This design comes from an exercise in tuning for small area on the open sky130 flow, not from production work.
RTL that was checked went through simulation tests only; none was proved equivalent to the original.
The RTL of runs 3 and 4 was laid out without a check of its function.

## flow/design.v (module list and top-level ports; edited modules follow where they fit)
// module izh_update_dp: 1031 lines
// module izh_fa: 4 lines
// module izh_ha: 4 lines
// module izh_neuron_array: 171 lines
module izh_neuron_array #(
    parameter int NUM_CH   = 6,
    parameter int W        = 12,
    parameter int CH_BITS  = 3
) (
    input  logic                clk,
    input  logic                reset,
    input  logic                enable,
    input  logic                input_enable,
    input  logic [NUM_CH*8-1:0] stimulus_in,
    input  logic                load_mode,
    input  logic                serial_data,
    input  logic [CH_BITS-1:0]  mon_sel,
    output logic [7:0]          membrane_out,
    output logic [NUM_CH-1:0]   spike_out,
    output logic                params_ready,
    output logic                frame_done,
    output logic                addr_err,
    output logic [2:0]          debug_state
);
  // ...
==> flow/run.sh <==
#!/bin/bash
# synth_recipe.tcl (not shown) runs the flow's synth.tcl, then flattens the netlist and writes it again
# the make line also repeats each setting of config.mk as NAME=value (left out here)
make -C /OpenROAD-flow-scripts/flow DESIGN_CONFIG=/design/flow/config.mk WORK_HOME=/design/flow/orfs CLKGATE_MAP_FILE= SYNTH_SCRIPT=/design/flow/synth_recipe.tcl finish
==> flow/config.mk <==
export PLATFORM = sky130hd
export DESIGN_NAME = izh_neuron_array
export DESIGN_NICKNAME = izh_neuron_array
export VERILOG_FILES = /design/flow/design.v
export SDC_FILE = /design/flow/constraint.sdc
export NUM_CORES = 4
export LEC_CHECK = 0
export ABC_AREA = 1
export CAP_MARGIN = 20
export CORE_MARGIN = 2
export CORE_UTILIZATION = 65
export CTS_BUF_LIST = sky130_fd_sc_hd__clkbuf_8
export CTS_CLUSTER_DIAMETER = 60
export CTS_CLUSTER_SIZE = 16
export SLEW_MARGIN = 20
export SYNTH_HIERARCHICAL = 1
==> flow/constraint.sdc <==
create_clock -name core_clock -period 18.0 [get_ports {clk}]
set_input_delay 3.6000 -clock core_clock [delete_from_list [all_inputs] [get_ports {clk}]]
set_output_delay 3.6000 -clock core_clock [all_outputs]
set_load 0.01 [all_outputs]
==> summary.txt, run 1 <==
The area occupied by multi-input gates came out at 13,900 sq um. The cell class contributing the biggest share of worst-path delay is adder cells. The commonest cells after synthesis are sky130_fd_sc_hd__nand2_1 (538), sky130_fd_sc_hd__edfxtp_1 (465), sky130_fd_sc_hd__fa_1 (267).

The net total in the final layout came out at 3,061. The wire length on met1 is 30.9 mm. The most critical setup path has its startpoint at scan_q[1].

The peak fanout along the critical path came out at 12. The critical path data arrival time came out at 17.81 ns. The share of layout cells above drive strength 1 came out at 7.24%.

Hold timing on the final database bottoms out at a slack of 0.421 ns. The transition time of the tightest slew-check pin is 0.936 ns. The kind of critical path is reg2reg. The worst register-to-register path has a depth of 61. Across the placement rows, the number of tap cells is 607. The first global-routing pass estimated 112 mm of wire. The worst register-to-register path begins at scan_q[1]. The flow ran to the end and the layout has no timing, DRC or antenna violations. The number of detailed-routing iterations run before antenna repair is 5. The slowest library cell on the worst path is sky130_fd_sc_hd__fa_1.

The buffers plus inverters on the worst setup path is 6. After Yosys synthesis, and, or, nand and nor cells account for 12.9% of the synthesized area. The TritonCTS clock tree is yes.

The count of nets left with antenna violations once routing finished came out at 0. The timing-limited maximum frequency is 0.0579 GHz.
==> run 2: changes to the inputs <==
--- a/flow/config.mk
+++ b/flow/config.mk
@@ -6,11 +6,11 @@
 export NUM_CORES = 4
 export LEC_CHECK = 0
 export ABC_AREA = 1
-export CAP_MARGIN = 20
+export CAP_MARGIN = 5
 export CORE_MARGIN = 2
-export CORE_UTILIZATION = 65
+export CORE_UTILIZATION = 70
 export CTS_BUF_LIST = sky130_fd_sc_hd__clkbuf_8
 export CTS_CLUSTER_DIAMETER = 60
 export CTS_CLUSTER_SIZE = 16
-export SLEW_MARGIN = 20
+export SLEW_MARGIN = 5
 export SYNTH_HIERARCHICAL = 1
==> summary.txt, run 2 <==
The overall overflow remaining after global route is 0. Max-cap violations in this run came to 0. The commonest non-fill, non-tap cell in the layout is sky130_fd_sc_hd__nand2_1. The clock reaches the later pin of the worst-skew pair after 0.66 ns. The clock slew seen by the registers of the worst setup and hold paths came out at 0.10 ns.

Of the post-synthesis cell area, the part taken by muxes is 0%. STA classifies the critical path endpoint as a flip-flop. The worst hold slack after final layout came to 0.408 ns (-0.0124 ns). The peak fanout along the critical path is 28 (+16). The signed area change from the synthesized netlist to the final layout came out at 7.45%.

The fraction of the yosys area taken by sequential cells is 49.8%. The net total in the final layout came out at 3,067 (+0.20%). The fraction of synthesized cell area in xor and xnor cells is 4.90%. The antenna cell count came out at 0. The netlist uses 52 different library cells. The initial antenna violation count is 0.

The number of detailed-routing iterations run before antenna repair came out at 6 (+1). The library cell with the highest instance count after synthesis is sky130_fd_sc_hd__nand2_1. The critical path data arrival time came out at 17.97 ns (+0.16 ns). The final cell count without fillers came out at 3,287. The count of placed standard cells including taps came out at 3,206. The slowest stage of the critical path belongs to the cell sky130_fd_sc_hd__fa_1.

The top cell types in the final layout, fill and taps aside, are sky130_fd_sc_hd__nand2_1 (535), sky130_fd_sc_hd__edfxtp_1 (465), sky130_fd_sc_hd__fa_1 (267). OpenSTA, run right after detailed placement, puts the worst setup slack at 0.146 ns. The detail-routed via count per cell is 6.16. The number of H-tree levels is 2. The largest family of logic cells by synthesized area is adder cells. CTS saw 523 sinks. The final weighted congestion in routability-driven placement came out at 1.02. In this run, CTS created clock tree buffers numbering 42. The worst relative slew slack came out at 19.2%.

The final setup violation count came out at 0. The flip-flop cell with the highest count after synthesis is sky130_fd_sc_hd__edfxtp_1. In this run, synthesis inferred 465 flip-flops with an integrated enable. In this run the core area contains 76 standard-cell rows. In this run the critical register-to-register path is launched from scan_q[0].

The period utilization is 97.1%. The first element of the critical path is scan_q[0]. In the post-synthesis netlist, the biggest area contributors are sky130_fd_sc_hd__edfxtp_1 (46%), sky130_fd_sc_hd__fa_1 (18%), sky130_fd_sc_hd__nand2_1 (6.6%), sky130_fd_sc_hd__xor2_1 (4.8%), sky130_fd_sc_hd__dfxtp_1 (3.8%). The complex-gate fraction of the synthesized area came out at 7.30%. The commonest cells after synthesis are sky130_fd_sc_hd__nand2_1 (538), sky130_fd_sc_hd__edfxtp_1 (465), sky130_fd_sc_hd__fa_1 (267). The transition time of the tightest slew-check pin is 1.21 ns (+0.275 ns). The count of hold-fix buffers inserted at cts came out at 0. In this run the worst hold path is classified as reg2reg. After layout, the worst setup slack is 0.520 ns.

The aggregate routed wire length came out at 70.7 mm. The wire length of the first global-routing pass came out at 111 mm (-1.5%). The count of unresolved DRC violations after routing is 0. Counting flops and latches in the post-synthesis netlist gives 523. The global-route total usage across every layer came out at 32.4%. In the synthesized netlist, the number of instances is 2,638. The worst hold path begins at ru[3][9].

The number of global-route vias before repair came out at 20,018. In this run the vertical extent of the chip is 212 um. The count of buffers inserted at the top-level ports came out at 75. For this design the top-level I/O count stands at 77. The simple-gate share of the synthesized area came to 12.9% (unchanged). The worst stage delay on the critical path came out at 0.45 ns. The routed length per placed instance is 21.5 um. The setup path with the least slack is of type reg2reg.

The adder-cell share of the synthesized area is 20.3%. The combined area of all synthesized cells came out at 30,400 sq um. The worst path in the final design needs a cycle of 17.48 ns, including I/O delays and setup.

The number of buffers on the longest clock path is 3. The largest net degree at the start of global routing came out at 77. The largest total area in the synthesized netlist belongs to sky130_fd_sc_hd__edfxtp_1. The final number of max-transition violations was 0. The run finished with no timing, DRC or antenna violations. After floorplanning, the core was sized to cover 43,000 sq um.

The violation count after the first detailed-routing iteration came out at 2,206. The fraction of registers with async set or reset after synthesis is 0%.

The timing-limited maximum frequency came out at 0.0572 GHz (-1.1%). The root buffer cell chosen for the clock tree is sky130_fd_sc_hd__clkbuf_8. The post-synthesis net count came out at 3,028. The per-instance average area after synthesis came out at 11.5 sq um. The final-report hold violation count is 0. The starting density of the core is 70.7%.

The die area came out at 45,100 sq um. TritonCTS built the clock tree. The number of warnings reported in the yosys synthesis log is 14. Summed over all nets, the half-perimeter wirelength after detailed placement is 49.9 mm. The area share of the leading cell type in the synthesized netlist came out at 45.9%. The worst setup skew after layout came out at 0.0538 ns.

The number of antenna-violating nets in the routed design is 0 (unchanged). The endpoint required time on the critical path came out at 18.49 ns. The share of layout cells above drive strength 1 came to 7.48% (+0.23 points). The final route contains 20,245 vias. The startpoint type of the worst setup path is a flip-flop.

The most numerous cell type found on the critical path is sky130_fd_sc_hd__fa_1. The die boundary width is 212 um. The number of inserted filler cells in the final layout came out at 2,870.
[run 2: cell counts after synthesis]
No cell type changed its count.
[run 2: critical path, delay by kind of cell (launching register included)]
kind                     cells  cell delay (ns)
adder cells (fa/ha/maj)     35            12.76
buffers and inverters        7             1.38
flip-flops                   1             0.40
XOR/XNOR                     2             0.38
AO/OA/AOI/OAI                3             0.40
AND/OR/NAND/NOR             15             1.98
[run 2: cell type report]
class | instances | area, sq um | share of cell area, %
clock buffers | 44 | 606 | 1.85
clock inverters | 25 | 191 | 0.586
inverters | 217 | 840 | 2.57
multi-input cells | 1752 | 13900 | 42.6
flip-flops and latches | 523 | 15100 | 46.3
well taps | 585 | 732 | 2.24
repair buffers | 141 | 1260 | 3.85
[run 2: kinds of logic (layout without fill, tap and decap cells)]
kind of cell / Yosys count / after routing
and+or+nand+nor: 905 / 905
DFF: 523 / 523
buffers and inverters: 363 / 427
AOI/OAI and AO/OA: 342 / 342
adders and majority gates: 333 / 333
xor gates and xnor gates: 170 / 170
other: 2 / 2
[run 2: path summary, 6_finish.rpt]
| kind | to | cells after the start | slack, ns |
|---|---|---|---|
| hold / removal | ru[2][9] | 0 | 0.41 |
| setup / recovery | ru[5][9] | 62 | 0.52 |
| hold reg to reg | ru[2][9] | 0 | 0.41 |
| setup reg to reg | ru[5][9] | 62 | 0.52 |
[run 2: modules after synthesis (local to each module, per instance)]
| module | flops+latches | cells inside |
|---|---|---|
| izh_fa | 0 | 1 |
| izh_ha | 0 | 1 |
| izh_neuron_array | 523 | 1490 |
| izh_update_dp | 0 | 848 |
[run 2: repair_timing]
item / in CTS / in global routing
gates resized for setup: 0 / 17
setup endpoints to repair: 0 / 12
buffers inserted: 0 / 12
[run 2: metrics by stage]
stage               util [%]  setup TNS [ns]  instance area (sq um)
finish                  76.0               0                  32700
global route            76.0          -0.606                  32700
CTS                     75.6               0                  32500
detailed placement      73.7               0                  31700
global placement        73.7               0                  31700
floorplan                  -               0                  30400
[run 2: metal layers]
metal / vias up / GRT usage, % / wire, um
met5: - / 0 / 0
met4: 0 / 11.9 / 2610
met3: 186 / 6.44 / 6410
met2: 946 / 51.0 / 32800
met1: 10034 / 45.4 / 28900
li1: 9079 / - / -
==> module izh_neuron_array, before the edit <==
module izh_neuron_array #(
    parameter int NUM_CH   = 6,
    parameter int W        = 12,
    parameter int CH_BITS  = 3
) (
    input  logic                clk,
    input  logic                reset,
    input  logic                enable,
    input  logic                input_enable,
    input  logic [NUM_CH*8-1:0] stimulus_in,
    input  logic                load_mode,
    input  logic                serial_data,
    input  logic [CH_BITS-1:0]  mon_sel,
    output logic [7:0]          membrane_out,
    output logic [NUM_CH-1:0]   spike_out,
    output logic                params_ready,
    output logic                frame_done,
    output logic                addr_err,
    output logic [2:0]          debug_state
);
    localparam int FW = CH_BITS + 4 * W;
    localparam logic [W-1:0] V_RST = W'(V_INIT);
    function automatic logic [2:0] sub6(input logic [2:0] x, input logic [2:0] y);
        logic [3:0] t;
        t = {1'b0, x} - {1'b0, y};
        sub6 = t[3] ? 3'(t + 4'd6) : t[2:0];
    endfunction
    izh_pkg::ld_state_t   state_q;
    logic [5:0]           cnt_q;
    logic [FW-1:0]        frame_q;
    logic [W-1:0]         rv [NUM_CH];
    logic [W-1:0]         ru [NUM_CH];
    logic [W-1:0]         ra [NUM_CH];
    logic [W-1:0]         rb [NUM_CH];
    logic [W-1:0]         rc [NUM_CH];
    logic [W-1:0]         rd [NUM_CH];
    logic [NUM_CH-1:0]    rdy_q;
    logic [NUM_CH-1:0]    tch_q;
    logic [NUM_CH-1:0]    scan_oh;
    logic [NUM_CH-1:0]    spike_q;
    logic [2:0]           scan_q;
    logic                 adv, commit, addr_ok;
    logic [2:0]           scan_nx, mon_idx, mon_pos;
    logic                 rdy0, tch0;
    logic [W-1:0]         dp_vin, dp_uin, dp_v, dp_u, mon_v;
    logic                 dp_spike;
    logic [7:0]           dp_stim;
    assign adv     = enable && input_enable;
    assign addr_ok = (frame_q[FW-1 -: 3] < 3'd6);
    assign commit  = enable && (state_q == LD_COMMIT) && addr_ok;
    assign scan_nx = !adv ? scan_q : (scan_q == 3'd5) ? 3'd0 : scan_q + 3'd1;
    assign dp_stim = stimulus_in[{scan_q, 3'b000} +: 8];
    assign rdy0    = |(rdy_q & scan_oh);
    assign tch0    = |(tch_q & scan_oh);
    assign dp_vin  = tch0 ? rv[0] : V_RST;
    assign dp_uin  = tch0 ? ru[0] : '0;
    izh_update_dp u_dp (
        .v      (dp_vin),
        .u      (dp_uin),
        .a      (pa),
        .b      (pb),
        .c      (pc),
        .d      (pd),
        .stim   (dp_stim),
        .v_next (dp_v),
        .u_next (dp_u),
        .spike  (dp_spike)
    );
    assign spike_out   = spike_q;
    assign debug_state = {1'b0, state_q};
    always_ff @(posedge clk) begin
        if (reset) begin
            state_q <= LD_IDLE;
        end else if (enable) begin
            case (state_q)
                LD_IDLE:   if (load_mode) state_q <= LD_ADDR;
                LD_ADDR:   if (!load_mode) state_q <= LD_IDLE;
                           else if (cnt_q == 6'd2) state_q <= LD_DATA;
                LD_DATA:   if (!load_mode) state_q <= LD_IDLE;
                           else if (cnt_q == 6'(FW - 1)) state_q <= LD_COMMIT;
                default:   state_q <= LD_IDLE;
            endcase
        end
    end
    always_ff @(posedge clk) begin
        if (enable) begin
            cnt_q   <= (state_q == LD_IDLE) ? 6'd1 : cnt_q + 6'd1;
            frame_q <= {frame_q[FW-2:0], serial_data};
        end
    end
    always_ff @(posedge clk) begin
        if (reset) begin
            frame_done <= 1'b0;
            addr_err   <= 1'b0;
        end else begin
            frame_done <= commit;
            addr_err   <= enable && (state_q == LD_COMMIT) && !addr_ok;
        end
    end
    logic [NUM_CH-1:0] p_ld;
    logic [W-1:0]      pa, pb, pc, pd;
    always_comb begin
        pa = '0;
        pb = '0;
        pc = '0;
        pd = '0;
        for (int k = 0; k < NUM_CH; k++) begin
            p_ld[k]    = commit && (frame_q[FW-1 -: 3] == 3'(k));
            scan_oh[k] = (scan_q == 3'(k));
            pa = pa | ({W{scan_oh[k]}} & ra[k]);
            pb = pb | ({W{scan_oh[k]}} & rb[k]);
            pc = pc | ({W{scan_oh[k]}} & rc[k]);
            pd = pd | ({W{scan_oh[k]}} & rd[k]);
        end
    end
    always_ff @(posedge clk) begin
        for (int k = 0; k < NUM_CH; k++) begin
            if (p_ld[k]) begin
                ra[k] <= frame_q[4*W-1 -: W];
                rb[k] <= frame_q[3*W-1 -: W];
                rc[k] <= frame_q[2*W-1 -: W];
                rd[k] <= frame_q[W-1:0];
            end
        end
    end
    always_ff @(posedge clk) begin
        if (reset) begin
            rdy_q <= '0;
        end else begin
            rdy_q <= rdy_q | p_ld;
        end
    end
    logic s_hd, s_up, s_cp;
    assign s_hd = !adv;
    assign s_up = adv && rdy0;
    assign s_cp = adv && !rdy0;
    always_ff @(posedge clk) begin
        if (adv) begin
            for (int j = 0; j < NUM_CH - 1; j++) begin
                rv[j] <= rv[j + 1];
                ru[j] <= ru[j + 1];
            end
        end
        rv[NUM_CH-1] <= ({W{s_hd}} & rv[NUM_CH-1]) | ({W{s_up}} & dp_v) | ({W{s_cp}} & rv[0]);
        ru[NUM_CH-1] <= ({W{s_hd}} & ru[NUM_CH-1]) | ({W{s_up}} & dp_u) | ({W{s_cp}} & ru[0]);
    end
    always_ff @(posedge clk) begin
        if (reset) begin
            tch_q   <= '0;
            spike_q <= '0;
            scan_q  <= '0;
        end else if (adv) begin
            tch_q   <= tch_q | (scan_oh & rdy_q);
            spike_q[scan_q] <= rdy0 && dp_spike;
            scan_q  <= scan_nx;
        end
    end
    assign mon_idx = (mon_sel < 3'd6) ? mon_sel : 3'd0;
    assign mon_pos = sub6(mon_idx, scan_q);
    assign mon_v   = tch_q[mon_idx] ? rv[mon_pos] : V_RST;
    always_ff @(posedge clk) begin
        if (reset) begin
            membrane_out <= 8'hbf;
            params_ready <= 1'b0;
        end else begin
            membrane_out <= (mon_v[11:7] == 5'b00000 || mon_v[11:7] == 5'b11111) ? mon_v[7:0] :
                            {mon_v[11], {7{!mon_v[11]}}};
            params_ready <= &rdy_q;
        end
    end
endmodule
==> run 3: changes to the inputs <==
--- a/flow/design.v
+++ b/flow/design.v
@@ -1213,8 +1213,8 @@
             membrane_out <= 8'hbf;
             params_ready <= 1'b0;
         end else begin
-            membrane_out <= (mon_v[11:7] == 5'b00000 || mon_v[11:7] == 5'b11111) ? mon_v[7:0] :
-                            {mon_v[11], {7{!mon_v[11]}}};
+            membrane_out <= ($signed(mon_v) > 12'sd127)  ? 8'h7f :
+                            ($signed(mon_v) < -12'sd128) ? 8'h80 : mon_v[7:0];
             params_ready <= &rdy_q;
         end
     end
--- a/flow/config.mk
+++ b/flow/config.mk
@@ -6,11 +6,11 @@
 export NUM_CORES = 4
 export LEC_CHECK = 0
 export ABC_AREA = 1
-export CAP_MARGIN = 5
+export CAP_MARGIN = 20
 export CORE_MARGIN = 2
-export CORE_UTILIZATION = 70
+export CORE_UTILIZATION = 65
 export CTS_BUF_LIST = sky130_fd_sc_hd__clkbuf_8
 export CTS_CLUSTER_DIAMETER = 60
 export CTS_CLUSTER_SIZE = 16
-export SLEW_MARGIN = 5
+export SLEW_MARGIN = 20
 export SYNTH_HIERARCHICAL = 1
==> summary.txt, run 3 <==
The final-layout setup total negative slack came out at 0 ns (unchanged). Yosys attributes the largest share of cell area to sky130_fd_sc_hd__edfxtp_1 (46%), sky130_fd_sc_hd__fa_1 (18%), sky130_fd_sc_hd__nand2_1 (6.8%), sky130_fd_sc_hd__xor2_1 (4.8%), sky130_fd_sc_hd__dfxtp_1 (3.8%). The timing-limited maximum frequency is 0.0575 GHz (+0.43%). The count of distinct cell types in the synthesized netlist came out at 49 (-5.8%). The worst path setup slack after routing is 0.594 ns (+0.0741 ns). The number of detailed-routing iterations run before antenna repair is 6 (unchanged). The number of global-route vias before repair came out at 20,025 (+0.035%).

The signed area change from the synthesized netlist to the final layout is 7.68%. In this run the most critical hold path is launched from ru[3][2]. The worst setup path is captured at a flip-flop. The per-instance average area after synthesis came out at 11.5 sq um (-0.38%). The number of enable-type register cells in the synthesized netlist came out at 465 (unchanged).

The count of placed standard cells including taps came to 3,239 (+1.0%). The number of warnings reported in the yosys synthesis log came out at 14 (unchanged). The number of H-tree levels came out at 2 (unchanged).

The clock net sink count came out at 523 (unchanged). The worst relative slew slack is 40.7% (+21 points). The post-synthesis net count is 3,033 (+0.17%). The later-pin clock latency in the skew report is 0.66 ns (about the same). The net total in the final layout was 3,078 (+0.36%). In this run the critical register-to-register path is captured at ru[5][10]. The initial antenna violation count is 0 (unchanged). TritonCTS built the clock tree. The core area came out at 46,300 sq um (+7.6%).

The number of core rows came out at 79 (+3.9%). The starting density of the core came out at 65.6% (-5.1 points). The critical path data arrival time was 17.95 ns (-0.02 ns).

The number of cells on the worst hold path is 0 (unchanged). The share of layout cells above drive strength 1 is 7.60% (+0.12 points). In the post-synthesis netlist, the cell with the most instances is sky130_fd_sc_hd__nand2_1. The endpoint required time on the critical path is 18.55 ns (+0.06 ns). The final setup violation count is 0 (unchanged). The flow ran to the end and the layout has no timing, DRC or antenna violations. The final cell count without fillers is 3,318 (+0.94%).

The aggregate routed wire length is 72.2 mm (+2.1%). The count of hold-fix buffers inserted at cts is 0 (unchanged). The count of buffers inserted at the top-level ports came out at 75 (unchanged). The worst hold path terminates at ru[2][2]. The worst setup skew after layout is 0.0246 ns (-0.0292 ns). After synthesis, the most frequently instantiated cells are sky130_fd_sc_hd__nand2_1 (551), sky130_fd_sc_hd__edfxtp_1 (465), sky130_fd_sc_hd__fa_1 (267). The setup slack of the most critical reg-to-reg path came out at 0.59 ns (+0.07 ns).

The die area came out at 48,400 sq um (+7.3%). The startpoint of the lowest-slack register-to-register path is scan_q[1]. The met3 layer usage reported by global route came out at 4.14% (-2.3 points). The global-route total usage across every layer came out at 30.5% (-1.8 points).

The count of max-cap constraint violations is 0 (unchanged). The wire length of the first global-routing pass is 113 mm (+1.9%). The combined area of all synthesized cells is 30,300 sq um (-0.19%). The worst stage delay on the critical path came out at 0.54 ns (+0.09 ns). The peak fanout along the critical path is 13 (-54%). The number of flip-flops and latches in the synthesized netlist is 523 (unchanged). The post-synthesis instance total came out at 2,643 (+0.19%).

The number of buffers created by CTS is 42 (unchanged). The fraction of registers with async set or reset after synthesis is 0% (unchanged). The period utilization was 96.7% (-0.41 points). The pre-CTS worst setup slack is 0.148 ns (+0.00230 ns). The die boundary width came out at 220 um (+3.6%). The total vias in the final route came out at 20,078 (-0.82%). The minimum clock period is 17.41 ns (-0.0741 ns). The startpoint type of the worst setup path is a flip-flop. The area share of the leading cell type in the synthesized netlist came out at 46.0% (+0.089 points).

The number of top-level pins came out at 77 (unchanged). The met1 demand-to-capacity share in global routing came out at 44.3% (-1.2 points). In the layout the commonest cells are sky130_fd_sc_hd__nand2_1 (548), sky130_fd_sc_hd__edfxtp_1 (465), sky130_fd_sc_hd__fa_1 (267).

The number of antenna-violating nets in the routed design came out at 0 (unchanged). The cell at the root of the clock tree is sky130_fd_sc_hd__clkbuf_8. The most numerous cell type found on the critical path is sky130_fd_sc_hd__fa_1. The worst min-delay path class is reg2reg. The largest net degree at the start of global routing is 72 (-6.5%).

The antenna cell count came out at 0 (unchanged). The clock slew seen by the registers of the worst setup and hold paths came to 0.09 ns (about the same). The count of unresolved DRC violations after routing is 0 (unchanged). Setup repair after global routing left no endpoint under its margin. The fraction of the yosys area taken by sequential cells is 49.9% (+0.096 points). The depth of the worst register-to-register path came out at 61 (-1.6%). The transition time of the tightest slew-check pin is 0.889 ns (-0.322 ns). For this run, the leading register cell type out of synthesis is sky130_fd_sc_hd__edfxtp_1. The critical path is of the reg2reg type. The number of buffers on the longest clock path came out at 3 (unchanged).

The overall overflow remaining after global route came out at 0 (unchanged). The detail-routed via count per cell is 6.05 (-1.8%). The met2 demand-to-capacity share in global routing is 49.3% (-1.8 points). The chip height is 220 um (+3.6%). The slowest stage of the critical path is the sky130_fd_sc_hd__fa_1 cell. The violation count after the first detailed-routing iteration is 1,888 (-14%). The commonest non-fill, non-tap cell in the layout is sky130_fd_sc_hd__nand2_1.

The biggest area contributor in the post-synthesis netlist is sky130_fd_sc_hd__edfxtp_1. The final number of max-transition violations is 0 (unchanged). The final-report hold violation count came out at 0 (unchanged).

The final weighted congestion in routability-driven placement is 0.959 (-5.8%). The final HPWL from detailed placement came out at 50.5 mm (+1.1%). The routed length per placed instance came out at 21.8 um (+1.2%). The layer with the highest usage is met2.
[run 3: cell types whose count changed after synthesis, moves of 3 or more]
cell | before | now
sky130_fd_sc_hd__nand2_1 | 538 | 551
sky130_fd_sc_hd__clkbuf_1 | 98 | 103
sky130_fd_sc_hd__a21oi_1 | 34 | 30
sky130_fd_sc_hd__inv_2 | 8 | 4
sky130_fd_sc_hd__nand2_4 | 6 | 2
sky130_fd_sc_hd__a211oi_1 | 13 | 16
sky130_fd_sc_hd__a22o_1 | 3 | 0
sky130_fd_sc_hd__a31oi_1 | 1 | 4
sky130_fd_sc_hd__o2111ai_1 | 0 | 3
sky130_fd_sc_hd__o21ai_1 | 6 | 3
sky130_fd_sc_hd__o22ai_1 | 156 | 159
sky130_fd_sc_hd__o2bb2ai_1 | 3 | 0
[run 3: repair_timing]
item | 4_1_cts | 5_1_grt
resized for setup | 0 | 18
setup buffers | 0 | 11
endpoints found under the setup margin | 0 | 12
[run 3: cell families (layout without fill, tap and decap cells)]
family / after synthesis / count (layout) / synth area share (%)
AO/OA/AOI/OAI: 341 / 341 / 7.31
XOR/XNOR: 168 / 168 / 4.85
adder cells (fa/ha/maj): 333 / 333 / 20.3
buffers and inverters: 364 / 432 / 4.84
flip-flops: 523 / 523 / 49.9
other: 2 / 2 / 0.0248
AND/OR/NAND/NOR: 912 / 912 / 12.8
[run 3: Yosys stat by module (local to each module, per instance)]
module / cells inside / times used / area (sq um) / flops+latches
izh_neuron_array: 1495 / 1 / 19700 / 523
izh_ha: 1 / 33 / 12.5 / 0
izh_update_dp: 848 / 1 / 4910 / 0
izh_fa: 1 / 267 / 20.0 / 0
[run 3: cell type report]
type	count	area [sq um]
clock buffers	43	592
flip-flops and latches	523	15100
repair buffers	152	1340
multi-input cells	1756	13800
inverters	213	832
fillers	3345	13600
well taps	607	759
clock inverters	24	185
[run 3: through the flow]
stage	cell area [sq um]	utilization (%)	hold slack, ns
after floorplan	30300	-	0.400
after global placement	31700	68.6	0.402
after detailed placement	31700	68.6	0.405
after CTS	32500	70.2	0.427
after global routing	32700	70.6	0.436
final	32700	70.6	0.425
[run 3: worst max-delay path: cells and delay by family (launching register included)]
family | cells | cell delay (ns)
adders and majority gates | 34 | 12.51
DFF | 1 | 0.41
xor gates and xnor gates | 2 | 0.35
buffers and inverters | 7 | 1.18
AOI/OAI and AO/OA | 4 | 0.71
and+or+nand+nor | 14 | 2.09
[run 3: how the worst max path moves through the flow]
stage / startpoint / endpoint / slack [ns] / depth (start not counted)
after detailed placement: scan_q[1] / ru[5][9] / 0.15 / 62
after global placement: scan_q[1] / ru[5][5] / 0.60 / 62
after CTS: scan_q[1] / ru[5][9] / 0.15 / 62
final: scan_q[1] / ru[5][10] / 0.59 / 61
after floorplan: scan_q[0] / ru[5][2] / 0.69 / 68
after global routing: scan_q[0] / ru[5][10] / 0.02 / 63
[run 3: metal layers]
metal	vias to the layer above	wire (um)
li1	9106	-
met4	0	1750
met3	117	4940
met2	811	34800
met1	10044	30800
met5	-	0
==> run 4: changes to the inputs <==
--- a/flow/config.mk
+++ b/flow/config.mk
@@ -9,8 +9,8 @@
 export CAP_MARGIN = 20
 export CORE_MARGIN = 2
 export CORE_UTILIZATION = 65
-export CTS_BUF_LIST = sky130_fd_sc_hd__clkbuf_8
-export CTS_CLUSTER_DIAMETER = 60
-export CTS_CLUSTER_SIZE = 16
+export CTS_BUF_LIST = sky130_fd_sc_hd__clkbuf_16
+export CTS_CLUSTER_DIAMETER = 100
+export CTS_CLUSTER_SIZE = 30
 export SLEW_MARGIN = 20
 export SYNTH_HIERARCHICAL = 1
==> summary.txt, run 4 <==
The routed length per placed instance came out at 21.8 um (about the same). The top layer used by detailed routing is met4. The signed area change from the synthesized netlist to the final layout came out at 7.55%.

The number of warnings reported in the yosys synthesis log is 14 (unchanged). The global-route total usage across every layer is 30.2% (-0.38 points). Leaving out fill and tap cells, the most frequent cell in the layout is sky130_fd_sc_hd__nand2_1. TritonCTS built the clock tree.

The number of H-tree levels came out at 1 (-1). The number of top-level pins is 77 (unchanged). The count of max-cap constraint violations was 0 (unchanged). The worst relative slew slack was 40.1% (-0.60 points). The area share of the leading cell type in the synthesized netlist is 46.0% (unchanged).

The tightest min-delay check is of the reg2reg type. The final number of max-transition violations is 0 (unchanged).

The aggregate routed wire length came out at 71.8 mm (-0.64%). The endpoint required time on the critical path is 18.47 ns (-0.08 ns). The chip height is 220 um (unchanged). The pre-CTS worst setup slack came out at 0.148 ns (unchanged). The number of core rows came out at 79 (unchanged). The net total in the final layout is 3,061 (-0.55%). The total area of sequential cells came out at 15,100 sq um (unchanged). The core area came out at 46,300 sq um (unchanged). The count of distinct cell types in the synthesized netlist is 49 (unchanged). The area occupied by multi-input gates is 13,800 sq um (about the same). The wire length on met2 is 34.3 mm (-1.3%). The initial antenna violation count was 0 (unchanged). Ranked by total cell area, the synthesized netlist is headed by sky130_fd_sc_hd__edfxtp_1 (46%), sky130_fd_sc_hd__fa_1 (18%), sky130_fd_sc_hd__nand2_1 (6.8%), sky130_fd_sc_hd__xor2_1 (4.8%), sky130_fd_sc_hd__dfxtp_1 (3.8%).

Among the stages of the critical path, the cell type that occurs most often is sky130_fd_sc_hd__fa_1. The count of unresolved DRC violations after routing is 0 (unchanged). The number of inserted filler cells in the final layout came out at 3,352 (+0.21%). The per-instance average area after synthesis came out at 11.5 sq um (unchanged). The die boundary width came out at 220 um (unchanged). The number of antenna-violating nets in the routed design came out at 0 (unchanged). The minimum clock period came out at 17.36 ns (-0.0418 ns).

The total vias in the final route came out at 20,014 (-0.32%). The number of flip-flops and latches in the synthesized netlist came out at 523 (unchanged). The worst hold path begins at ru[4][9].

The fraction of the yosys area taken by sequential cells came out at 49.9% (unchanged). The clock net sink count was 523 (unchanged). The number of detailed-routing iterations run before antenna repair is 6 (unchanged). The final-report hold violation count came out at 0 (unchanged). The starting density of the core came out at 65.6% (unchanged). The later-pin clock latency in the skew report came out at 0.60 ns (-0.06 ns). The number of enable-type register cells in the synthesized netlist came out at 465 (unchanged). The path with the worst hold slack has its endpoint at ru[3][9]. The timing-limited maximum frequency came out at 0.0576 GHz (+0.24%). The final setup violation count came out at 0 (unchanged). The critical path in this run is classified as reg2reg. The final-layout setup total negative slack is 0 ns (unchanged). The startpoint identified for the worst register-to-register timing path is scan_q[0]. The post-synthesis instance total is 2,643 (unchanged). The fraction of registers with async set or reset after synthesis came out at 0% (unchanged). The transition time of the tightest slew-check pin came out at 0.898 ns (+0.00897 ns). The count of buffers inserted at the top-level ports was 75 (unchanged). By instance count, the leading cell after synthesis is sky130_fd_sc_hd__nand2_1. After synthesis, the most frequently instantiated cells are sky130_fd_sc_hd__nand2_1 (551), sky130_fd_sc_hd__edfxtp_1 (465), sky130_fd_sc_hd__fa_1 (267). The number of buffers created by CTS came to 23 (-45%). The setup slack of the most critical reg-to-reg path is 0.64 ns (+0.04 ns). The depth of the worst register-to-register path is 63 (+3.3%). The wire length on met1 is 29.8 mm (-3.0%). The met3 routed wirelength came out at 5.59 mm (+13%).

The number of global-route vias before repair was 19,876 (-0.74%). The worst stage delay on the critical path came out at 0.54 ns (about the same). The worst setup path is launched from a flip-flop.

The critical path data arrival time is 17.84 ns (-0.11 ns). The slowest library cell on the worst path is sky130_fd_sc_hd__fa_1. The violation count after the first detailed-routing iteration is 2,075 (+9.9%). The number of cells on the worst hold path is 0 (unchanged). The final weighted congestion in routability-driven placement came out at 0.959 (unchanged). In this run the critical register-to-register path is captured at ru[5][9]. The final non-filler cell area is 32,600 sq um (-0.12%). The clock slew seen by the registers of the worst setup and hold paths is 0.11 ns (+0.02 ns).

STA classifies the critical path endpoint as a flip-flop. In the layout the commonest cells are sky130_fd_sc_hd__nand2_1 (548), sky130_fd_sc_hd__edfxtp_1 (465), sky130_fd_sc_hd__fa_1 (267). The period utilization is 96.5% (-0.23 points). The largest net degree at the start of global routing came out at 72 (unchanged). The cell type contributing the most total cell area after synthesis is sky130_fd_sc_hd__edfxtp_1.

The post-synthesis net count came to 3,033 (unchanged). The worst path setup slack after routing was 0.636 ns (+0.0418 ns). The wire length of the first global-routing pass is 111 mm (-1.2%).

The placed cell area is 31,700 sq um (unchanged). Clock tree synthesis selected as its root buffer the cell sky130_fd_sc_hd__clkbuf_16. The worst setup skew after layout came out at 0.0376 ns (+0.0130 ns). The share of layout cells above drive strength 1 came out at 6.70% (-0.90 points). The detail-routed via count per cell is 6.07 (+0.38%).

The combined area of all synthesized cells is 30,300 sq um (unchanged). The die area was 48,400 sq um (unchanged). The number of buffers on the longest clock path is 3 (unchanged).

The final HPWL from detailed placement was 50.5 mm (unchanged). The antenna cell count is 0 (unchanged). The flip-flop cell with the highest count after synthesis is sky130_fd_sc_hd__edfxtp_1. The run finished with no timing, DRC or antenna violations.

The overall overflow remaining after global route came out at 0 (unchanged). The peak fanout along the critical path came out at 28 (+15).
==> run 4: modules after synthesis, one instance, submodules excluded <==
| module | cells | flops+latches | times used |
|---|---|---|---|
| izh_fa | 1 | 0 | 267 |
| izh_ha | 1 | 0 | 33 |
| izh_neuron_array | 1495 | 523 | 1 |
| izh_update_dp | 848 | 0 | 1 |
==> run 4: stage by stage <==
step | hold slack, ns | util (%) | cells
after CTS | 0.425 | 70.2 | 3281
after floorplan | 0.400 | - | 2643
final | 0.427 | 70.5 | 3295
after global routing | 0.428 | 70.5 | 3295
after global placement | 0.402 | 68.6 | 3239
after detailed placement | 0.405 | 68.6 | 3239
==> run 4: worst max-delay path, delay by kind of cell, from the launching register on <==
family,cells,cell delay [ns]
xor+xnor,2,0.24
compound gates,3,0.47
buf+inv,8,1.32
fa+ha+maj,35,12.93
simple gates,15,1.84
flops,1,0.44
==> run 4: final cells by class <==
| cell class | count | share of cell area (%) |
|---|---|---|
| sequential | 523 | 46.4 |
| inverter | 213 | 2.55 |
| multi-input combinational | 1756 | 42.4 |
| tap | 607 | 2.33 |
| clock buffer | 23 | 1.76 |
| clock inverter | 19 | 0.506 |
| timing repair buffer | 154 | 4.11 |
==> run 4: repair_timing <==
item,in CTS,in global routing
buffers inserted,0,13
hold buffers,0,0
gates resized for setup,0,17
hold endpoints to repair,0,0
setup endpoints to repair,0,12
==> run 4: per-layer routing <==
metal  GRT usage, %  up-vias
li1               -     9067
met1           43.5     9944
met2           48.7      874
met3           4.35      129
met4           7.94        0
met5              0        -
==> run 4: how the worst max path moves through the flow <==
stage,start,endpoint,slack (ns)
after CTS,scan_q[1],ru[5][9],0.15
after global routing,scan_q[0],ru[5][9],-0.01
final,scan_q[0],ru[5][9],0.64
after detailed placement,scan_q[1],ru[5][9],0.15
after global placement,scan_q[1],ru[5][5],0.60
after floorplan,scan_q[0],ru[5][2],0.69
==> run 4: logic make-up (layout without fill, tap and decap cells) <==
kind of cell,Yosys count,count (layout),share of synthesized area (%)
and+or+nand+nor,912,912,12.8
DFF,523,523,49.9
buffers and inverters,364,409,4.84
AOI/OAI and AO/OA,341,341,7.31
adders and majority gates,333,333,20.3
xor gates and xnor gates,168,168,4.85
other,2,2,0.0248
==> run 5: changes to the inputs <==
--- a/flow/design.v
+++ b/flow/design.v
@@ -1213,8 +1213,8 @@
             membrane_out <= 8'hbf;
             params_ready <= 1'b0;
         end else begin
-            membrane_out <= ($signed(mon_v) > 12'sd127)  ? 8'h7f :
-                            ($signed(mon_v) < -12'sd128) ? 8'h80 : mon_v[7:0];
+            membrane_out <= (mon_v[11:7] == 5'b00000 || mon_v[11:7] == 5'b11111) ? mon_v[7:0] :
+                            {mon_v[11], {7{!mon_v[11]}}};
             params_ready <= &rdy_q;
         end
     end
--- a/flow/config.mk
+++ b/flow/config.mk
@@ -9,8 +9,8 @@
 export CAP_MARGIN = 20
 export CORE_MARGIN = 2
 export CORE_UTILIZATION = 65
-export CTS_BUF_LIST = sky130_fd_sc_hd__clkbuf_16
-export CTS_CLUSTER_DIAMETER = 100
-export CTS_CLUSTER_SIZE = 30
+export CTS_BUF_LIST = sky130_fd_sc_hd__clkbuf_4
+export CTS_CLUSTER_DIAMETER = 40
+export CTS_CLUSTER_SIZE = 10
 export SLEW_MARGIN = 20
 export SYNTH_HIERARCHICAL = 1
==> summary.txt, run 5 <==
The run finished with no timing, DRC or antenna violations. The aggregate routed wire length is 72.0 mm (+0.32%). The worst relative slew slack came out at 36.5% (-3.6 points). After synthesis, the largest family of logic cells by area is adder cells. The peak fanout along the critical path came to 26 (-7.1%). The fraction of synthesized cell area in xor and xnor cells is 4.90% (+0.048 points).

The count of placed standard cells including taps came out at 3,229 (-0.31%). The number of enable-type register cells in the synthesized netlist came out at 465 (unchanged). The worst setup skew after layout was 0.0530 ns (+0.0154 ns). The count of unresolved DRC violations after routing came out at 0 (unchanged).

The worst path setup slack after routing came out at 0.740 ns (+0.104 ns). The post-synthesis net count is 3,028 (-0.16%). The overall overflow remaining after global route came out at 0 (unchanged).

The die boundary width is 220 um (about the same). The die area is 48,500 sq um (+0.19%). The endpoint required time on the critical path came out at 18.73 ns (+0.26 ns). The TritonCTS clock tree is yes. The number of buffers on the longest clock path came out at 3 (unchanged). The critical path data arrival time is 17.99 ns (+0.15 ns). The cell at the root of the clock tree is sky130_fd_sc_hd__clkbuf_4. The final weighted congestion in routability-driven placement is 0.949 (-1.0%). The worst setup path is captured at a flip-flop.

The clock slew seen by the registers of the worst setup and hold paths was 0.10 ns (about the same). The violation count after the first detailed-routing iteration came out at 1,919 (-7.5%). The number of top-level pins is 77 (unchanged).

On the critical path, the stage with the largest delay is an instance of sky130_fd_sc_hd__fa_1. The complex-gate fraction of the synthesized area came out at 7.30% (about the same). The cell type with the highest occurrence count on the critical path is sky130_fd_sc_hd__fa_1. The fraction of registers with async set or reset after synthesis is 0% (unchanged). The clock net sink count came to 523 (unchanged).

The number of detailed-routing iterations run before antenna repair came to 5 (-1). The timing-limited maximum frequency is 0.0579 GHz (+0.60%). The worst stage delay on the critical path is 0.53 ns (about the same). The combined area of all synthesized cells is 30,400 sq um (+0.19%). The cell type contributing the most total cell area after synthesis is sky130_fd_sc_hd__edfxtp_1.

The detail-routed via count per cell is 6.05 (-0.36%). The number of global-route vias before repair was 20,258 (+1.9%).

In the post-synthesis netlist, the biggest area contributors are sky130_fd_sc_hd__edfxtp_1 (46%), sky130_fd_sc_hd__fa_1 (18%), sky130_fd_sc_hd__nand2_1 (6.6%), sky130_fd_sc_hd__xor2_1 (4.8%), sky130_fd_sc_hd__dfxtp_1 (3.8%). The later-pin clock latency in the skew report is 0.88 ns (+0.28 ns).

The simple-gate share of the synthesized area is 12.9% (+0.14 points). The initial antenna violation count is 2 (+2). The final cell count without fillers came out at 3,354 (+1.8%). The count of buffers inserted at the top-level ports is 75 (unchanged). The commonest non-fill, non-tap cell in the layout is sky130_fd_sc_hd__nand2_1. The count of hold-fix buffers inserted at cts is 0 (unchanged). The library cell with the highest instance count after synthesis is sky130_fd_sc_hd__nand2_1. The number of buffers created by CTS is 71 (+210%). The library cells used most frequently in the layout, excluding fill and tap cells, are sky130_fd_sc_hd__nand2_1 (536), sky130_fd_sc_hd__edfxtp_1 (465), sky130_fd_sc_hd__fa_1 (266). The wire length of the first global-routing pass is 113 mm (+1.9%). The number of antenna-violating nets in the routed design came out at 0 (unchanged). The count of max-cap constraint violations was 0 (unchanged). The area occupied by multi-input gates came out at 13,900 sq um (+0.76%). The number of warnings reported in the yosys synthesis log came out at 14 (unchanged). The pre-CTS worst setup slack came to 0.153 ns (+0.00481 ns).

The global-route total usage across every layer came out at 30.9% (+0.68 points). The adder-cell share of the synthesized area came out at 20.3% (-0.039 points). The count of distinct cell types in the synthesized netlist is 52 (+6.1%). The buffers plus inverters on the worst setup path is 6 (-2). The largest net degree at the start of global routing is 79 (+9.7%). The setup path with the least slack is of type reg2reg.

The chip height is 220 um (about the same). The final-report hold violation count came out at 0 (unchanged). The minimum clock period is 17.26 ns (-0.104 ns). The final setup violation count came out at 0 (unchanged). The fraction of the yosys area taken by sequential cells is 49.8% (-0.096 points). The area share of the leading cell type in the synthesized netlist is 45.9% (-0.089 points). The post-synthesis instance total came out at 2,638 (-0.19%).

The final HPWL from detailed placement came out at 50.1 mm (-0.77%). The routed length per placed instance is 21.5 um (-1.4%). The period utilization came out at 95.9% (-0.58 points). The number of inserted filler cells in the final layout came out at 3,306 (-1.4%). The mux share of post-synthesis cell area came out at 0% (unchanged).

The flip-flop cell with the highest count after synthesis is sky130_fd_sc_hd__edfxtp_1. The total vias in the final route is 20,299 (+1.4%). The transition time of the tightest slew-check pin came out at 0.953 ns (+0.0545 ns). The starting density of the core is 65.6% (about the same). The core area came out at 46,400 sq um (+0.21%).

The share of layout cells above drive strength 1 came to 9.25% (+2.6 points). The share of the core filled with cells is 70.9% (+0.35 points). The cell class contributing the biggest share of worst-path delay is adder cells. The final number of max-transition violations came out at 0 (unchanged). The number of H-tree levels came out at 3 (+2).

The per-instance average area after synthesis is 11.5 sq um (+0.38%). The number of core rows came out at 79 (unchanged). The total area of sequential cells is 15,100 sq um (unchanged). The net total in the final layout was 3,092 (+1.0%).

The worst min-delay path class is reg2reg. The worst setup path is launched from a flip-flop. The number of flip-flops and latches in the synthesized netlist came out at 523 (unchanged).

The signed area change from the synthesized netlist to the final layout came out at 8.10%. In the synthesized netlist, the cells that appear most often are sky130_fd_sc_hd__nand2_1 (538), sky130_fd_sc_hd__edfxtp_1 (465), sky130_fd_sc_hd__fa_1 (267).
[run 5: changes by cell type in the layout (fill, tap and decap cells not counted), moves of 6 or more]
cell,previous run,this run
sky130_fd_sc_hd__nand2_1,548,536
sky130_fd_sc_hd__nand2_4,4,10
sky130_fd_sc_hd__clkinv_2,0,7
sky130_fd_sc_hd__inv_1,210,197
sky130_fd_sc_hd__buf_4,77,58
sky130_fd_sc_hd__inv_2,5,11
sky130_fd_sc_hd__clkbuf_16,23,0
sky130_fd_sc_hd__clkinv_1,4,13
sky130_fd_sc_hd__clkbuf_4,0,83
sky130_fd_sc_hd__bufinv_16,0,6
[run 5: per-module statistics from Yosys, one instance, submodules excluded]
| module | cells inside | flops+latches |
|---|---|---|
| izh_fa | 1 | 0 |
| izh_ha | 1 | 0 |
| izh_neuron_array | 1490 | 523 |
| izh_update_dp | 848 | 0 |
[run 5: cells by family (layout without fill, tap and decap cells)]
kind of cell / count (synthesis) / in the layout
xor gates and xnor gates: 170 / 170
DFF: 523 / 523
AOI/OAI and AO/OA: 342 / 342
adders and majority gates: 333 / 333
buffers and inverters: 363 / 470
other: 2 / 4
and+or+nand+nor: 905 / 905
[run 5: path summary, 6_finish.rpt]
path / cells after the start / end / slack, ns / startpoint
max: 61 / ru[5][5] / 0.74 / scan_q[0]
min: 0 / ru[2][8] / 0.43 / ru[3][8]
max reg2reg: 61 / ru[5][5] / 0.74 / scan_q[0]
min reg2reg: 0 / ru[2][8] / 0.43 / ru[3][8]
[run 5: cell type report]
type	instances	share of cell area, %
diodes	2	0.0152
clock buffers	83	1.90
clock inverters	33	1.01
inverters	217	2.56
multi-input cells	1752	42.4
flip-flops and latches	523	46.0
well taps	607	2.31
repair buffers	137	3.77
[run 5: stage by stage]
step	hold WS [ns]	instance area [sq um]	setup TNS, ns
after floorplan	0.400	30400	0
after global placement	0.401	31700	0
after detailed placement	0.405	31700	0
after CTS	0.428	32700	0
after global routing	0.439	32900	-0.140
final	0.426	32900	0
[run 5: metal layers]
metal	share of wire [%]	track usage (%)	wire length, um	vias up
li1	-	-	-	9163
met1	44	45.1	31300	10216
met2	47	48.3	34100	775
met3	6.2	4.60	4470	145
met4	2.8	9.93	2040	0
met5	0	0	0	-
[run 5: timing repair]
action | CTS | global route
gates resized for setup | 0 | 22
buffers inserted | 0 | 7
endpoints found under the setup margin | 0 | 12
==> run 6: changes to the inputs <==
==> flow/flow/run.sh (new file) <==
#!/bin/bash
# Own flow: the standard layout (standard.sh), with one change: Yosys's ABC
# technology mapping for the combinational logic uses an area-oriented script
# (&nf with area recovery) instead of ORFS's delay-oriented "map -B 0.9".
# Registers, their names and cell types are untouched (dfflibmap runs before ABC).
set -euo pipefail
W=$(pwd)
rm -rf "$W/orfs_scripts"
cp -r "$FLOW_HOME/scripts" "$W/orfs_scripts"
printf '&get -n\n&st\n&dch\n&nf -R 1000\n&put\ntopo\n' > "$W/orfs_scripts/abc_area.script"
export SCRIPTS_DIR="$W/orfs_scripts"
bash "$W/standard.sh" > "$W/standard_flow.log" 2>&1
==> flow/standard.sh (new file) <==
#!/bin/bash
# synth_recipe.tcl (not shown) runs the flow's synth.tcl, then flattens the netlist and writes it again
# the make line also repeats each setting of config.mk as NAME=value (left out here)
make -C /OpenROAD-flow-scripts/flow DESIGN_CONFIG=/design/flow/config.mk WORK_HOME=/design/flow/orfs CLKGATE_MAP_FILE= SYNTH_SCRIPT=/design/flow/synth_recipe.tcl "${@:-finish}"
--- a/flow/config.mk
+++ b/flow/config.mk
@@ -9,8 +9,8 @@
 export CAP_MARGIN = 20
 export CORE_MARGIN = 2
 export CORE_UTILIZATION = 65
-export CTS_BUF_LIST = sky130_fd_sc_hd__clkbuf_4
-export CTS_CLUSTER_DIAMETER = 40
-export CTS_CLUSTER_SIZE = 10
+export CTS_BUF_LIST = sky130_fd_sc_hd__clkbuf_8
+export CTS_CLUSTER_DIAMETER = 60
+export CTS_CLUSTER_SIZE = 16
 export SLEW_MARGIN = 20
 export SYNTH_HIERARCHICAL = 1
removed: flow/run.sh
==> summary.txt, run 6 <==
The area occupied by multi-input gates came out at 13,200 sq um (-4.9%). The starting density of the core is 66.1% (+0.58 points). The post-synthesis net count came out at 2,346 (-23%).

The violation count after the first detailed-routing iteration was 2,268 (+18%). The period utilization came out at 97.1% (+1.2 points). The library cell used most frequently in the layout, excluding fill and tap cells, is sky130_fd_sc_hd__edfxtp_1.

The number of buffers on the longest clock path is 3 (unchanged). The depth of the worst register-to-register path is 61 (unchanged). The number of enable-type register cells in the synthesized netlist is 465 (unchanged). The fraction of the yosys area taken by sequential cells is 53.0% (+3.2 points). The number of buffers created by CTS is 39 (-45%). The worst register-to-register path begins at scan_q[0].

TritonCTS built the clock tree. The largest net degree at the start of global routing came out at 71 (-10%). The worst register-to-register path ends at ru[5][11]. The fraction of registers with async set or reset after synthesis came out at 0% (unchanged). The clock net sink count came out at 523 (unchanged). The worst setup path is of the reg2reg kind. In the layout the commonest cells are sky130_fd_sc_hd__edfxtp_1 (465), sky130_fd_sc_hd__fa_1 (263), sky130_fd_sc_hd__xnor2_1 (162). The wire length of the first global-routing pass is 104 mm (-8.5%). The core area is 43,200 sq um (-6.9%). The total vias in the final route was 18,202 (-10%). The final HPWL from detailed placement is 46.3 mm (-7.6%). The final weighted congestion in routability-driven placement is 0.917 (-3.4%). The final number of max-transition violations is 0 (unchanged). The share of layout cells above drive strength 1 came out at 8.58% (-0.67 points). The library cell with the highest instance count after synthesis is sky130_fd_sc_hd__edfxtp_1.

Counting instances in the post-synthesis netlist gives the leading cell types as sky130_fd_sc_hd__edfxtp_1 (465), sky130_fd_sc_hd__fa_1 (267), sky130_fd_sc_hd__xnor2_1 (164). In this run the most critical hold path is launched from ru[4][8]. The number of global-route vias before repair came out at 18,577 (-8.3%). The worst path setup slack after routing is 0.520 ns (-0.220 ns). The overall overflow remaining after global route was 0 (unchanged). The clock slew seen by the registers of the worst setup and hold paths came out at 0.10 ns (about the same). The wire length on met1 is 27.4 mm (-12%). The worst relative slew slack came out at 36.9% (+0.43 points). The final non-filler cell area came out at 31,600 sq um (-3.8%).

The number of warnings reported in the yosys synthesis log came out at 14 (unchanged). The worst setup path is launched from a flip-flop. The final-report hold violation count came out at 0 (unchanged). The run finished with no timing, DRC or antenna violations.

The number of flip-flops and latches in the synthesized netlist was 523 (unchanged). The area share of the leading cell type in the synthesized netlist is 48.9% (+3.0 points). The initial antenna violation count came to 0 (-2). The combined area of all synthesized cells is 28,600 sq um (-6.1%). The number of top-level pins is 77 (unchanged). The critical path data arrival time came out at 17.94 ns (-0.05 ns).

The routed length per placed instance came out at 23.9 um (+11%). The transition time of the tightest slew-check pin is 0.946 ns (-0.00644 ns). The number of antenna-violating nets in the routed design is 0 (unchanged). The worst min-delay path class is reg2reg. The peak fanout along the critical path was 13 (-50%). The chip height came out at 214 um (-3.0%).

sky130_fd_sc_hd__edfxtp_1 takes more of the synthesized area than any other cell. The share of the core filled with cells came to 73.2% (+2.3 points). The placed cell area came out at 30,800 sq um (-2.9%). The die boundary width came out at 214 um (-3.0%). The total area of sequential cells came to 15,100 sq um (about the same). The detail-routed via count per cell came out at 6.56 (+8.4%). The worst setup skew after layout was 0.0504 ns (-0.00256 ns).

The die area came out at 45,600 sq um (-5.9%). The number of cells on the worst hold path came to 0 (unchanged). The worst stage delay on the critical path was 0.47 ns (-0.06 ns).

The endpoint required time on the critical path is 18.46 ns (-0.27 ns). The count of unresolved DRC violations after routing came out at 0 (unchanged). The count of hold-fix buffers inserted at cts was 0 (unchanged). The worst hold path terminates at ru[3][8]. The timing-limited maximum frequency is 0.0572 GHz (-1.3%). The number of H-tree levels came out at 2 (-1). The count of buffers inserted at the top-level ports is 75 (unchanged). The per-instance average area after synthesis was 14.6 sq um (+27%).

The antenna cell count is 0 (-2). The number of inserted filler cells in the final layout came out at 2,890 (-13%). The setup slack of the most critical reg-to-reg path was 0.52 ns (-0.22 ns). The number of detailed-routing iterations run before antenna repair is 10 (+5).

Among all stages on the critical path, the largest delay is contributed by sky130_fd_sc_hd__fa_1. The cell type with the highest occurrence count on the critical path is sky130_fd_sc_hd__fa_1. The signed area change from the synthesized netlist to the final layout is 10.6%. The count of max-cap constraint violations came out at 0 (unchanged).

Ranked by total cell area, the synthesized netlist is headed by sky130_fd_sc_hd__edfxtp_1 (49%), sky130_fd_sc_hd__fa_1 (19%), sky130_fd_sc_hd__xnor2_1 (5.0%), sky130_fd_sc_hd__a222oi_1 (4.5%), sky130_fd_sc_hd__a22oi_1 (4.2%). The post-synthesis instance total came out at 1,956 (-26%). The global-route total usage across every layer is 30.0% (-0.84 points). The met3 routed wirelength came out at 5.27 mm (+18%). The tree is rooted in a sky130_fd_sc_hd__clkbuf_8. The most used flip-flop cell after synthesis is sky130_fd_sc_hd__edfxtp_1. The net total in the final layout is 2,558 (-17%). The wire length on met2 came to 31.9 mm (-6.6%). The pre-CTS worst setup slack came out at 0.0411 ns (-0.112 ns). The final setup violation count is 0 (unchanged).

The later-pin clock latency in the skew report came out at 0.61 ns (-0.27 ns). STA classifies the critical path endpoint as a flip-flop. The minimum clock period came out at 17.48 ns (+0.220 ns). The number of core rows came to 76 (-3.8%).

The aggregate routed wire length was 66.2 mm (-8.1%). Routed signal wires occupy layers up through met4. The count of distinct cell types in the synthesized netlist was 47 (-9.6%).
## run 6: cell count changes after synthesis, moves of 31 or more
| cell | before | now |
|---|---|---|
| sky130_fd_sc_hd__o22ai_1 | 156 | 3 |
| sky130_fd_sc_hd__nand3_1 | 138 | 28 |
| sky130_fd_sc_hd__clkbuf_1 | 98 | 0 |
| sky130_fd_sc_hd__nor2_1 | 125 | 82 |
| sky130_fd_sc_hd__clkinv_1 | 4 | 94 |
| sky130_fd_sc_hd__a221oi_1 | 49 | 6 |
| sky130_fd_sc_hd__buf_2 | 31 | 0 |
| sky130_fd_sc_hd__a222oi_1 | 0 | 127 |
| sky130_fd_sc_hd__inv_1 | 203 | 0 |
| sky130_fd_sc_hd__nand2_1 | 538 | 154 |
| sky130_fd_sc_hd__and2_0 | 0 | 35 |
| sky130_fd_sc_hd__a22oi_1 | 1 | 161 |
| sky130_fd_sc_hd__xor2_1 | 166 | 18 |
| sky130_fd_sc_hd__xnor2_1 | 4 | 164 |
## run 6: cell families (layout without fill, tap and decap cells)
kind of cell    count (synthesis)  after routing  share of synthesized area, %
fa+ha+maj                     333            333                          21.6
flops                         523            523                          53.0
xor+xnor                      182            182                          5.58
other cells                     2              2                        0.0263
mux                            11             11                         0.745
compound gates                433            433                          11.7
simple gates                  377            378                          6.09
buf+inv                        95            328                          1.26
## run 6: cell type report
class / instances / area share, %
sequential: 523 / 47.9
multi-input combinational: 1339 / 41.9
timing repair buffer: 171 / 4.67
tap: 585 / 2.32
clock buffer: 39 / 1.70
inverter: 94 / 1.12
clock inverter: 24 / 0.376
## run 6: worst max path at each step
stage / startpoint / to / cells past startpoint
6_report: scan_q[0] / ru[5][11] / 61
5_1_grt: scan_q[0] / ru[5][11] / 60
4_1_cts: scan_q[1] / ru[5][4] / 58
3_5_place_dp: scan_q[1] / ru[5][10] / 58
3_3_place_gp: scan_q[0] / ru[5][9] / 59
2_1_floorplan: scan_q[0] / ru[5][11] / 58
## run 6: per-stage QoR
step / hold WS [ns] / std cells / setup TNS [ns]
floorplan: 0.400 / 1956 / 0
global placement: 0.402 / 2708 / 0
detailed placement: 0.405 / 2708 / 0
CTS: 0.407 / 2771 / 0
global route: 0.411 / 2775 / -0.262
finish: 0.405 / 2775 / 0
## run 6: per-module statistics from Yosys (local to each module, per instance)
| module | times used | cells inside | cell area [sq um] |
|---|---|---|---|
| izh_update_dp | 1 | 646 | 4320 |
| izh_neuron_array | 1 | 1010 | 18500 |
| izh_fa | 267 | 1 | 20.0 |
| izh_ha | 33 | 1 | 12.5 |
## run 6: what timing repair did
| action | in CTS | in global routing |
|---|---|---|
| setup endpoints to repair | 0 | 12 |
| setup buffers | 0 | 3 |
| gates resized for setup | 0 | 23 |
## run 6: worst max-delay path: cells and delay by family, from the launching register on
family	cells	cell delay (ns)
muxes	1	0.33
buffers and inverters	6	0.88
AOI/OAI and AO/OA	7	1.36
and+or+nand+nor	8	1.19
DFF	1	0.41
adders and majority gates	35	12.50
xor gates and xnor gates	4	0.64
## run 6: per-layer routing
layer | vias to the layer above | track usage (%)
met4 | 0 | 9.32
li1 | 7922 | -
met5 | - | 0
met2 | 832 | 47.6
met1 | 9349 | 44.2
met3 | 99 | 3.90
==> run 7: changes to the inputs <==
==> flow/flow/run.sh (replaced) <==
#!/bin/bash
# Own flow: the standard layout (standard.sh), with two changes:
#  - Yosys's ABC technology mapping of the combinational logic uses an area-oriented
#    script (&nf with area recovery) instead of ORFS's delay-oriented "map -B 0.9".
#    Registers, their names and cell types are untouched (dfflibmap runs before ABC).
#  - clock tree synthesis does not add dummy load cells.
set -euo pipefail
W=$(pwd)
rm -rf "$W/orfs_scripts"
cp -r "$FLOW_HOME/scripts" "$W/orfs_scripts"
printf '&get -n\n&st\n&dch\n&nf -R 1000\n&put\ntopo\n' > "$W/orfs_scripts/abc_area.script"
export SCRIPTS_DIR="$W/orfs_scripts"
export CTS_ARGS="-sink_clustering_enable -repair_clock_nets -buf_list sky130_fd_sc_hd__clkbuf_8 -sink_clustering_size 16 -sink_clustering_max_diameter 60 -dont_use_dummy_load"
bash "$W/standard.sh" > "$W/standard_flow.log" 2>&1
==> summary.txt, run 7 <==
The flow ran to the end and the layout has no timing, DRC or antenna violations. The count of hold-fix buffers inserted at cts is 0 (unchanged). The complex-gate fraction of the synthesized area came out at 11.7% (unchanged). The net total in the final layout was 2,560 (+0.078%).

The buffers plus inverters on the worst setup path is 6 (unchanged). The critical path is of the reg2reg type. The adder-cell share of the synthesized area came out at 21.6% (unchanged).

The setup slack of the most critical reg-to-reg path is 0.53 ns (about the same). The critical path data arrival time came out at 17.89 ns (-0.05 ns). The number of top-level pins came out at 77 (unchanged). The number of antenna-violating nets in the routed design came out at 0 (unchanged). The number of warnings reported in the yosys synthesis log is 14 (unchanged). The fraction of registers with async set or reset after synthesis came out at 0% (unchanged).

The depth of the worst register-to-register path came out at 60 (-1.6%). The die area came to 45,600 sq um (unchanged). The met1 demand-to-capacity share in global routing is 44.1% (-0.064 points). The period utilization is 97.0% (about the same). The transition time of the tightest slew-check pin is 0.945 ns (-0.000684 ns).

The global routing stage identified its most utilized layer as met2. The final non-filler cell area is 31,500 sq um (-0.33%). The startpoint identified for the worst register-to-register timing path is scan_q[0].

The critical path depth came out at 60 (-1.6%). The fraction of synthesized cell area in xor and xnor cells was 5.58% (unchanged). The signed area change from the synthesized netlist to the final layout came out at 10.3%. The count of distinct cell types in the synthesized netlist was 47 (unchanged). The final setup violation count is 0 (unchanged). The library cell with the highest instance count after synthesis is sky130_fd_sc_hd__edfxtp_1.

The antenna cell count came out at 0 (unchanged). The number of H-tree levels came out at 2 (unchanged). The number of flip-flops and latches in the synthesized netlist is 523 (unchanged). The wire length of the first global-routing pass is 104 mm (about the same). The number of enable-type register cells in the synthesized netlist is 465 (unchanged). The count of unresolved DRC violations after routing came out at 0 (unchanged). The worst stage delay on the critical path is 0.48 ns (about the same). In this run the clock root is driven by a sky130_fd_sc_hd__clkbuf_8. The largest net degree at the start of global routing is 71 (unchanged).

The final-report hold violation count came out at 0 (unchanged). The total vias in the final route came to 18,177 (-0.14%). The mux share of post-synthesis cell area came out at 0.745% (unchanged).

The library cell used most frequently in the layout, excluding fill and tap cells, is sky130_fd_sc_hd__edfxtp_1. The overall overflow remaining after global route came to 0 (unchanged). The simple-gate share of the synthesized area came to 6.09% (unchanged). The placed cell area is 30,800 sq um (unchanged).

TritonCTS built the clock tree. The die boundary width is 214 um (unchanged). The final weighted congestion in routability-driven placement is 0.917 (unchanged).

The largest family of logic cells by synthesized area is adder cells. The global-route total usage across every layer is 30.0% (-0.034 points). The violation count after the first detailed-routing iteration is 2,151 (-5.2%). The chip height is 214 um (unchanged). The per-instance average area after synthesis is 14.6 sq um (unchanged). The area share of the leading cell type in the synthesized netlist came out at 48.9% (unchanged). The final HPWL from detailed placement came out at 46.3 mm (unchanged). The number of cells on the worst hold path came out at 0 (unchanged). The number of buffers created by CTS came out at 39 (unchanged). The routed length per placed instance is 24.0 um (+0.75%). The number of detailed-routing iterations run before antenna repair was 7 (-3). The startpoint type of the worst setup path is a flip-flop. The count of max-cap constraint violations came out at 0 (unchanged). The count of buffers inserted at the top-level ports came out at 75 (unchanged). The combined area of all synthesized cells is 28,600 sq um (unchanged).

The timing-limited maximum frequency is 0.0572 GHz (about the same). The most critical setup path has its startpoint at scan_q[0]. Among all stages on the critical path, the largest delay is contributed by sky130_fd_sc_hd__fa_1. The worst hold path terminates at ru[3][4]. Summed over all instances, the cell type with the most area after synthesis is sky130_fd_sc_hd__edfxtp_1. The final-layout setup total negative slack came out at 0 ns (unchanged). The peak fanout along the critical path came to 13 (unchanged).
-- run 7: cell counts after synthesis --
Identical to the previous run, type by type.
-- run 7: worst register-to-register path: cells and delay by family, from the launching register on --
kind	cells	cell delay (ns)
compound gates	7	1.39
simple gates	9	1.48
mux	1	0.33
flops	1	0.39
buf+inv	6	0.86
xor+xnor	2	0.24
fa+ha+maj	35	12.63
-- run 7: per-stage QoR --
step	util (%)	std cells	hold slack [ns]	setup WS [ns]
3_3_place_gp	71.4	2708	0.402	0.609
2_1_floorplan	-	1956	0.400	0.00193
4_1_cts	72.6	2747	0.365	0.0677
5_1_grt	72.9	2753	0.361	-0.0885
3_5_place_dp	71.4	2708	0.405	0.0411
6_report	72.9	2753	0.362	0.532
-- run 7: per-layer routing --
layer	wire length, um	vias to the layer above
met5	0	-
met4	1640	0
met3	5610	111
met2	31900	877
met1	27000	9294
li1	-	7895
-- run 7: per-module statistics from Yosys (local to each module, per instance) --
module | copies in the design | flops+latches | cells | cell area (sq um)
izh_neuron_array | 1 | 523 | 1010 | 18500
izh_update_dp | 1 | 0 | 646 | 4320
izh_fa | 267 | 0 | 1 | 20.0
izh_ha | 33 | 0 | 1 | 12.5
-- run 7: what timing repair did --
item                                    4_1_cts  5_1_grt
endpoints found under the setup margin        0       12
buffers inserted                              0        5
resized for setup                             0       23
-- run 7: cells by family after synthesis --
| family | after synthesis |
|---|---|
| flops | 523 |
| other cells | 2 |
| fa+ha+maj | 333 |
| mux | 11 |
| buf+inv | 95 |
| simple gates | 377 |
| xor+xnor | 182 |
| compound gates | 433 |
-- run 7: cell type report --
cell class	instances	area, sq um
Sequential cell	523	15100
Multi-Input combinational cell	1339	13200
Clock buffer	39	537
Timing Repair Buffer	173	1490
Inverter	94	355
Tap cell	585	732
Fill cell	2904	11700
-- run 7: worst max path at each step --
| stage | to | slack [ns] |
|---|---|---|
| floorplan | ru[5][11] | 0.002 |
| global placement | ru[5][9] | 0.61 |
| detailed placement | ru[5][10] | 0.04 |
| CTS | ru[5][4] | 0.07 |
| global route | ru[5][11] | -0.09 |
| finish | ru[5][11] | 0.53 |

-- what the ideal ports hide --
Ports are ideal in the flow. The routed layouts listed here were re-timed in OpenROAD.
Step 1, drivers: a clkbuf_16 drives clk and a buf_2 each remaining input, both assumed.
Step 2 times the ports against the registers' clock, not the clock port: input delays grow and output delays shrink by t, the midpoint of the rising clock arrivals with the driver on.
Three values: no drivers, after step 1, after step 2; two values: the first two.
run	t, ns	setup WS [ns]	latest minus earliest clock arrival (ns)
run 1	0.698	0.717 / 0.717 / 0.717	0.033 / 0.034
run 2	0.684	0.520 / 0.520 / 0.520	0.054 / 0.054
run 3	0.704	0.594 / 0.594 / 0.594	0.033 / 0.034
run 4	0.642	0.636 / 0.636 / 0.636	0.041 / 0.040
run 5	0.903	0.740 / 0.740 / 0.740	0.065 / 0.065
run 6	0.637	0.520 / 0.520 / 0.520	0.051 / 0.051
run 7	0.598	0.532 / 0.532 / 0.532	0.080 / 0.081
After both steps every run listed still meets setup and hold.
